This design comes from an exercise in tuning for small area and few clock cycles on the open sky130 flow, not from production work. Function was checked by simulation only, so behaviour that the tests miss may differ from the original.

==> flow/design.v (outline; a module is shown in full before it is edited, if it fits) <==
// module differential_drive_vector_mapper_unit: 363 lines
// module ddvm_sumsq: 603 lines
// module ddvm_angsum: 452 lines
// module ddvm_mul14x15: 516 lines
// module ddvm_mul10x15: 348 lines
module differential_drive_vector_mapper_unit #(
  parameter int CORDIC_STAGES = 16
) (
  input  wire logic        clk,
  input  wire logic        rst_n,
  input  wire logic        in_valid,
  output logic             in_stall,
  input  wire logic [15:0] in_target_x,
  input  wire logic [15:0] in_target_y,
  output logic             out_valid,
  input  wire logic        out_stall,
  output logic [9:0]       out_left_duty_us,
  output logic [9:0]       out_right_duty_us,
  output logic             out_reverse,
  output logic             out_drive_enable,
  input  wire logic        cfg_we,
  input  wire logic [2:0]  cfg_index,
  input  wire logic [15:0] cfg_wdata
);
  // ...
==> flow/run.sh <==
#!/bin/bash
# synth_recipe.tcl (not shown) runs the flow's synth.tcl, then flattens the netlist and writes it again
# the make line also repeats each setting of config.mk as NAME=value (left out here)
make -C /OpenROAD-flow-scripts/flow DESIGN_CONFIG=/design/flow/config.mk WORK_HOME=/design/flow/orfs CLKGATE_MAP_FILE= SYNTH_SCRIPT=/design/flow/synth_recipe.tcl finish
==> flow/config.mk <==
export PLATFORM = sky130hd
export DESIGN_NAME = differential_drive_vector_mapper_unit
export DESIGN_NICKNAME = differential_drive_vector_mapper_unit
export VERILOG_FILES = /design/flow/design.v
export SDC_FILE = /design/flow/constraint.sdc
export NUM_CORES = 4
export LEC_CHECK = 0
export ABC_AREA = 1
export CAP_MARGIN = 20
export CORE_MARGIN = 2
export CORE_UTILIZATION = 40
export SLEW_MARGIN = 20
==> flow/constraint.sdc <==
create_clock -name core_clock -period 10.0 [get_ports {clk}]
set_input_delay 2.0000 -clock core_clock [delete_from_list [all_inputs] [get_ports {clk}]]
set_output_delay 2.0000 -clock core_clock [all_outputs]
set_load 0.01 [all_outputs]
==> reports/results.tsv, run 1 <==
metric	value	unit
Finish-stage setup viols	0	
syn_area_per_cell	8.35	µm²
worst reg-to-reg setup slack	610	ps
met3 routed WL	10600	µm
CP arrival	9850	ps
Reg with most FFs	g_cor.g_r.cx_r	
Worst R2R Start	g_cor[4].g_r.cy_r[29]	
Most Used Layer, Global Route	met2	
GRT overflow	0	
Post-Syn Nets	14400	
Largest register FFs	135	
dpl cells	15500	
Buffers on Ports	79	
Post-CTS Hold Fix Bufs	0	
Area Growth Syn to Fin	9.40	%
FF+latch count, synth	709	
Total GRT Usage	20.0	%
worst reg2reg path endpoint	g_cor[7].g_r.cy_r[26]	
post_cts resized	1	
bufs w/o clock	321	
pre-CTS setup slack	-26.6	ps
CP bufs+invs	7	
status	complete, no violations	
CP max stage delay	500	ps
clk buf depth	3	
Testbench counts, summed over its fixed seeds: cycles 13,949.
==> run 2, diff against run 1 <==
--- a/flow/config.mk
+++ b/flow/config.mk
@@ -9,4 +9,4 @@
 export CAP_MARGIN = 20
 export CORE_MARGIN = 2
-export CORE_UTILIZATION = 40
+export CORE_UTILIZATION = 60
 export SLEW_MARGIN = 20
==> run 2 against run 1 <==
Clock skew is 19 ps lower. Die area is 33% lower. Critical path type unchanged.
==> reports/results.tsv, run 2 <==
metric	value	unit	change
width of the die	414	µm	was 506 µm
synth top area cells	edfxtp_1 19%, fa_1 18%, ha_1 16%		unchanged
commonest non-fill, non-tap cells in the layout	2258 x inv_1, 1811 x nand2_1, 1280 x ha_1		was 2260 x inv_1, 1812 x nand2_1, 1280 x ha_1
syn_area_per_cell	8.35	µm²	unchanged
Hold Path Class	flip-flop to flip-flop		unchanged
Cell Area, Placed	105000	µm²	was 106000 µm²
drt drc	0		unchanged
CP Launch Type	flip-flop		unchanged
FF+latch count, synth	709		unchanged
Starting Density	60.4	%	was 40.2%
Critical Path Fanout Max	15		was 16
clock root buffer	clkbuf_16		unchanged
Post-synth top cells	2270 x inv_1, 1833 x nand2_1, 1282 x ha_1		unchanged
vias in the first global route	81500		was 77900
CTS tree	built		unchanged
status	complete, no violations		unchanged
clock latency (worst-skew pair)	750	ps	was 770 ps
Final min period	9440	ps	was 9390 ps
CP arrival	9930	ps	was 9850 ps
Die ar.	172000	µm²	was 256000 µm²
Die H	414	µm	was 506 µm
final hold slack	413	ps	was 414 ps
CTS sink count	709		unchanged
Area Growth Syn to Fin	8.41	%	was 9.40%
total CTS buffers	84		was 90
CP max stage delay	490	ps	was 500 ps
GRT overflow	0		unchanged
initial antenna violation count	3		was 9
htree depth	3		unchanged
Most Frequent Cell on Critical Path	nand2_1		unchanged
register area share after synthesis	20.3	%	unchanged
layout cells sized above 1	6.10	%	was 5.64%
Max-slew headroom	22.6	%	was 23.5%
critical path class	flip-flop to flip-flop		unchanged
routability-driven placement congestion ratio	0.963		was 0.929
Hold Vio Cnt, Final	0		unchanged
most common cell in the netlist	inv_1		unchanged
Largest register FFs	135		unchanged
reported max-cap violation count	0		unchanged
wire length per cell	17.8	µm	was 16.4 µm
post-DR vias/cell	5.51		was 4.94
first-pass GRT wire length	419000	µm	was 416000 µm
NumNets Final	14600		was 14500
antenna-violating nets left	0		unchanged
vias post-DR	80300		was 77600
largest net degree at the start of global routing	157		was 153
Post-DP HPWL	211000	µm	was 210000 µm
worst-margin pin slew	1150	ps	was 1140 ps
Worst-path clk slew	60	ps	about the same
Layout fillers	14500		was 25000
Largest regs	g_cor.g_r.cx_r (135), g_cor.g_r.cy_r (119), g_dv.g_r.rem_r (48)		unchanged
num rows	150		was 184
ys async rst share	0	%	unchanged
drt total wl	259000	µm	was 257000 µm
Reg with most FFs	g_cor.g_r.cx_r		unchanged
Post-Syn Nets	14400		unchanged
commonest non-fill, non-tap cell in the layout	inv_1		unchanged
slowest CP cell	edfxtp_1		unchanged
worst reg-to-reg setup slack	560	ps	was 610 ps
Finish-stage setup viols	0		unchanged
Req. time, crit path	10490	ps	was 10460 ps
final instance area	109000	µm²	was 110000 µm²
clk buf depth	3		unchanged
Synth area leader	edfxtp_1		unchanged
DRT Pass-1 Iters	6		unchanged
EDFF count, synth	631		unchanged
Total GRT Usage	30.1	%	was 20.0%
Final Util	65.5	%	was 44.0%
Yosys cell types	77		unchanged
final period utilization	94.4	%	was 93.9%
synthesized cell area	101000	µm²	unchanged
clk_skew	40.3	ps	was 59.5 ps
f_max	106	MHz	was 107 MHz
top-area cell type share of the netlist area	18.8	%	unchanged
synth warn	1		unchanged
ys flop type	edfxtp_1		unchanged
drt initial violations	5104		was 4377
Buffers on Ports	79		unchanged
Core Box Area	167000	µm²	was 251000 µm²
critical path endpoint category	flip-flop		unchanged
Final Slew Violations	0		unchanged
I/O pin total	80		unchanged
Syn Inst Count	12100		unchanged
==> run 2: cell count changes in the layout (fill, tap and decap cells not counted), moves of 6 or more <==
cell / before / now
xor2_1: 754 / 748
xor2_2: 12 / 18
o21ai_0: 439 / 427
buf_4: 225 / 259
clkinv_1: 43 / 34
clkinvlp_4: 15 / 25
o21ai_1: 68 / 75
buf_12: 5 / 11
==> run 2: layer usage <==
metal	global-route usage (%)	wire, µm
met1	40.2	114000
met3	2.78	12600
met4	9.47	8600
met5	0	0
met2	51.7	124000
==> run 2: kinds of logic after synthesis <==
family | synth area share (%)
buf+inv | 9.69
compound gates | 9.79
fa+ha+maj | 34.2
mux | 0.103
xor+xnor | 10.7
flops | 20.3
simple gates | 15.1
==> run 2: worst paths after layout <==
check                              from                     to  depth (start not counted)
setup / recovery  g_cor[4].g_r.cy_r[29]  g_cor[7].g_r.cx_r[31]                         65
hold reg to reg             g_aan.sr[2]           g_aan.sr[17]                          0
hold / removal              g_aan.sr[2]           g_aan.sr[17]                          0
setup reg to reg  g_cor[4].g_r.cy_r[29]  g_cor[7].g_r.cx_r[31]                         65
==> run 2: layout make-up <==
| type | count | area (µm²) | area share (%) |
|---|---|---|---|
| antenna | 1 | 2.50 | 0.00229 |
| clock buffer | 103 | 2230 | 2.03 |
| clock inverter | 50 | 651 | 0.594 |
| inverter | 2319 | 8750 | 8.00 |
| multi-input combinational | 8828 | 71400 | 65.2 |
| sequential | 709 | 20500 | 18.7 |
| tap | 2204 | 2760 | 2.52 |
| timing repair buffer | 360 | 3140 | 2.87 |
| timing repair inverter | 4 | 30.0 | 0.0274 |
==> run 2: critical path, delay by kind of cell, from the launching register on <==
family | cells | cell delay (ps)
AOI/OAI and AO/OA | 14 | 2190
xor gates and xnor gates | 3 | 440
buffers and inverters | 7 | 930
adders and majority gates | 5 | 1670
and+or+nand+nor | 36 | 3450
DFF | 1 | 490
==> run 2: what timing repair did <==
action,in CTS,in global routing
setup buffers,0,49
cloned,0,9
pin swaps,0,26
endpoints found under the setup margin,2,169
gates resized for setup,2,195
hold buffers,0,0
==> run 2: metrics by stage <==
stage	setup TNS, ps	cells	setup WS, ps
6_report	0	14600	555
5_1_grt	-812	14600	-153
4_1_cts	0	14500	19.8
3_3_place_gp	0	14400	82.5
3_5_place_dp	-112	14400	-61.4
2_1_floorplan	0	12100	50.4
==> run 3, diff against run 2 <==
--- a/flow/config.mk
+++ b/flow/config.mk
@@ -7,6 +7,8 @@
 export LEC_CHECK = 0
 export ABC_AREA = 1
-export CAP_MARGIN = 20
+export CAP_MARGIN = 10
 export CORE_MARGIN = 2
-export CORE_UTILIZATION = 60
-export SLEW_MARGIN = 20
+export CORE_UTILIZATION = 40
+export CTS_CLUSTER_DIAMETER = 100
+export CTS_CLUSTER_SIZE = 40
+export SLEW_MARGIN = 10
==> run 3 against run 2 <==
Still clean. Critical endpoint is now g_cor[7].g_r.cy_r[24]. Register-to-register slack improved by 60 ps. Wire length decreased by 1.2%. Global-route usage decreased by 10 points. Non-clock buffer count decreased by 29. Clock-buffer cell count decreased by 51. Design area increased by 0.40%. Worst hold slack got worse by 98 ps. Largest cell class unchanged. Highest routed layer is now met5. Fmax increased by 0.69%.
==> reports/results.tsv, run 3 <==
metric	value	unit	change
CP arrival	9910	ps	was 9930 ps
ys flop type	edfxtp_1		unchanged
Most Frequent Cell on Critical Path	nand2_1		unchanged
Area Growth Syn to Fin	8.84	%	was 8.41%
largest family of logic cells by synthesized area	adder cells		unchanged
htree depth	2		was 3
drt initial violations	4247		was 5104
Reg with most FFs	g_cor.g_r.cx_r		unchanged
initial antenna violation count	12		was 3
clock root buffer	clkbuf_16		unchanged
vias post-DR	77400		was 80300
CP Launch Type	flip-flop		unchanged
DRT Pass-1 Iters	5		was 6
CTS tree	built		unchanged
Final Util	43.8	%	was 65.5%
reported max-cap violation count	0		unchanged
Synth area leader	edfxtp_1		unchanged
pre-CTS setup slack	-26.6	ps	was -61.4 ps
wire length per cell	16.4	µm	was 17.8 µm
largest net degree at the start of global routing	153		was 157
Die ar.	256000	µm²	was 172000 µm²
clk_skew	138	ps	was 40.3 ps
num rows	184		was 150
Buffers on Ports	79		unchanged
slowest CP cell	edfxtp_1		unchanged
adder-cell area share of the yosys netlist	34.2	%	unchanged
Final Slew Violations	0		unchanged
Synth Area in Simple Gates	15.1	%	unchanged
clk buf depth	3		unchanged
most common cell in the netlist	inv_1		unchanged
Max-slew headroom	21.8	%	was 22.6%
Die H	506	µm	was 414 µm
vias in the first global route	77500		was 81500
layout cells sized above 1	5.44	%	was 6.10%
total CTS buffers	52		was 84
syn_area_per_cell	8.35	µm²	unchanged
CP max stage delay	520	ps	was 490 ps
Post-synth top cells	2270 x inv_1, 1833 x nand2_1, 1282 x ha_1		unchanged
Largest regs	g_cor.g_r.cx_r (135), g_cor.g_r.cy_r (119), g_dv.g_r.rem_r (48)		unchanged
synthesized cell area	101000	µm²	unchanged
I/O pin total	80		unchanged
post-DR vias/cell	4.95		was 5.51
RSZ-0062 raised after global routing	yes		
Req. time, crit path	10530	ps	was 10490 ps
Layout fillers	25000		was 14500
CTS sink count	709		unchanged
status	complete, no violations		unchanged
drt drc	0		unchanged
critical path endpoint category	flip-flop		unchanged
Critical Path Fanout Max	16		was 15
Reg area	20500	µm²	unchanged
clock latency (worst-skew pair)	800	ps	was 750 ps
FF+latch count, synth	709		unchanged
synth warn	1		unchanged
routability-driven placement congestion ratio	0.929		was 0.963
commonest non-fill, non-tap cell in the layout	inv_1		unchanged
final period utilization	93.8	%	was 94.4%
Yosys cell types	77		unchanged
ys async rst share	0	%	unchanged
synth top area cells	edfxtp_1 19%, fa_1 18%, ha_1 16%		unchanged
Syn Inst Count	12100		unchanged
multi-input logic area	71300	µm²	was 71400 µm²
top-area cell type share of the netlist area	18.8	%	unchanged
post-synthesis xor/xnor area fraction	10.7	%	unchanged
Hold Vio Cnt, Final	0		unchanged
register area share after synthesis	20.3	%	unchanged
drt total wl	256000	µm	was 259000 µm
Final min period	9380	ps	was 9440 ps
Largest register FFs	135		unchanged
antenna-violating nets left	0		unchanged
setup ws final	620	ps	was 555 ps
width of the die	506	µm	was 414 µm
Starting Density	40.2	%	was 60.4%
Post-DP HPWL	210000	µm	was 211000 µm
critical path class	flip-flop to flip-flop		unchanged
Post-Syn Nets	14400		unchanged
Hold Path Class	flip-flop to flip-flop		unchanged
GRT overflow	0		unchanged
EDFF count, synth	631		unchanged
mux share of post-synthesis cell area	0.103	%	unchanged
f_max	107	MHz	was 106 MHz
Total GRT Usage	19.9	%	was 30.1%
Finish-stage setup viols	0		unchanged
Cell Area, Placed	106000	µm²	was 105000 µm²
worst-margin pin slew	1170	ps	was 1150 ps
Core Box Area	251000	µm²	was 167000 µm²
Synth Area in Compound Gates	9.79	%	unchanged
Worst-path clk slew	120	ps	was 60 ps
NumNets Final	14500		was 14600
commonest non-fill, non-tap cells in the layout	2261 x inv_1, 1811 x nand2_1, 1280 x ha_1		was 2258 x inv_1, 1811 x nand2_1, 1280 x ha_1
setup TNS	0	ps	unchanged
first-pass GRT wire length	413000	µm	was 419000 µm
final instance area	110000	µm²	was 109000 µm²
[run 3: cell type report]
class,instances,area share (%)
Clock inverter,46,0.934
Timing Repair Buffer,331,2.58
Sequential cell,709,18.7
Multi-Input combinational cell,8830,64.9
Antenna cell,2,0.00455
Inverter,2319,7.95
Clock buffer,52,1.18
Tap cell,3348,3.81
Timing Repair inverter,2,0.0114
[run 3: final timing paths]
check             cells after the start                  start  slack [ps]                    end
setup / recovery                     59  g_cor[4].g_r.cy_r[29]         620  g_cor[7].g_r.cy_r[24]
hold / removal                        0             g_sqr.r[8]         310   g_sq[7].g_r.sv_r[24]
setup reg to reg                     59  g_cor[4].g_r.cy_r[29]         620  g_cor[7].g_r.cy_r[24]
hold reg to reg                       0             g_sqr.r[8]         310   g_sq[7].g_r.sv_r[24]
[run 3: timing repair]
item                       4_1_cts  5_1_grt
cloned                           0        7
pin swaps                        0       39
setup buffers                    0       55
setup endpoints to repair        2      182
gates resized for setup          2      150
hold buffers                     0        0
[run 3: worst max-delay path, delay by kind of cell (launching register included)]
kind                       cells  cell delay (ps)
DFF                            1              520
xor gates and xnor gates       4              610
adders and majority gates      6             2030
AOI/OAI and AO/OA             13             2650
buffers and inverters          8              930
and+or+nand+nor               28             2390
[run 3: routing by layer]
metal | track usage [%] | vias to the layer above | wire length (µm)
li1 | - | 39100 | -
met1 | 26.1 | 36600 | 115000
met2 | 35.0 | 1407 | 123000
met3 | 1.84 | 326 | 10800
met4 | 4.99 | 10 | 6700
met5 | 0 | - | 64
[run 3: logic make-up (layout without fill, tap and decap cells)]
group,count (synthesis),in the layout
and+or+nand+nor,3637,3641
buffers and inverters,2562,2750
adders and majority gates,2206,2206
AOI/OAI and AO/OA,1735,1735
xor gates and xnor gates,1238,1238
DFF,709,709
muxes,10,10
other,0,2
[run 3: through the flow]
step | hold slack, ps | cells
after floorplan | 400 | 12100
after global placement | 400 | 15500
after detailed placement | 405 | 15500
after CTS | 302 | 15600
after global routing | 330 | 15600
final | 315 | 15600

what the ideal ports hide:
Ports are ideal in the flow. The routed layouts listed here were re-timed in OpenROAD.
Step 1, drivers: a clkbuf_16 drives clk and a buf_2 each remaining input, both assumed.
Step 2 moves the port delays by t, midway between the first and last clock arrival at a register: inputs arrive t later, outputs are due t later. That takes back most of the time a late clock gives input paths.
Slacks: ideal ports / drivers / drivers and shift; pairs: ideal ports / drivers.
run | shift t [ns] | slack for setup (ns) | hold WS [ns] | pins driven straight from the clock port
run 1 | 0.834 | 0.611 / 0.611 / 0.114 | 0.414 / 0.414 / 0.414 | 1
run 2 | 0.822 | 0.555 / 0.555 / 0.111 | 0.413 / 0.413 / 0.413 | 1
run 3 | 0.825 | 0.620 / 0.620 / 0.069 | 0.315 / 0.315 / 0.315 | 1
After both steps every run listed still meets setup and hold. The setup slack of run 3, which loses most, moves by 0.000 ns with the drivers and by -0.551 ns with both steps.
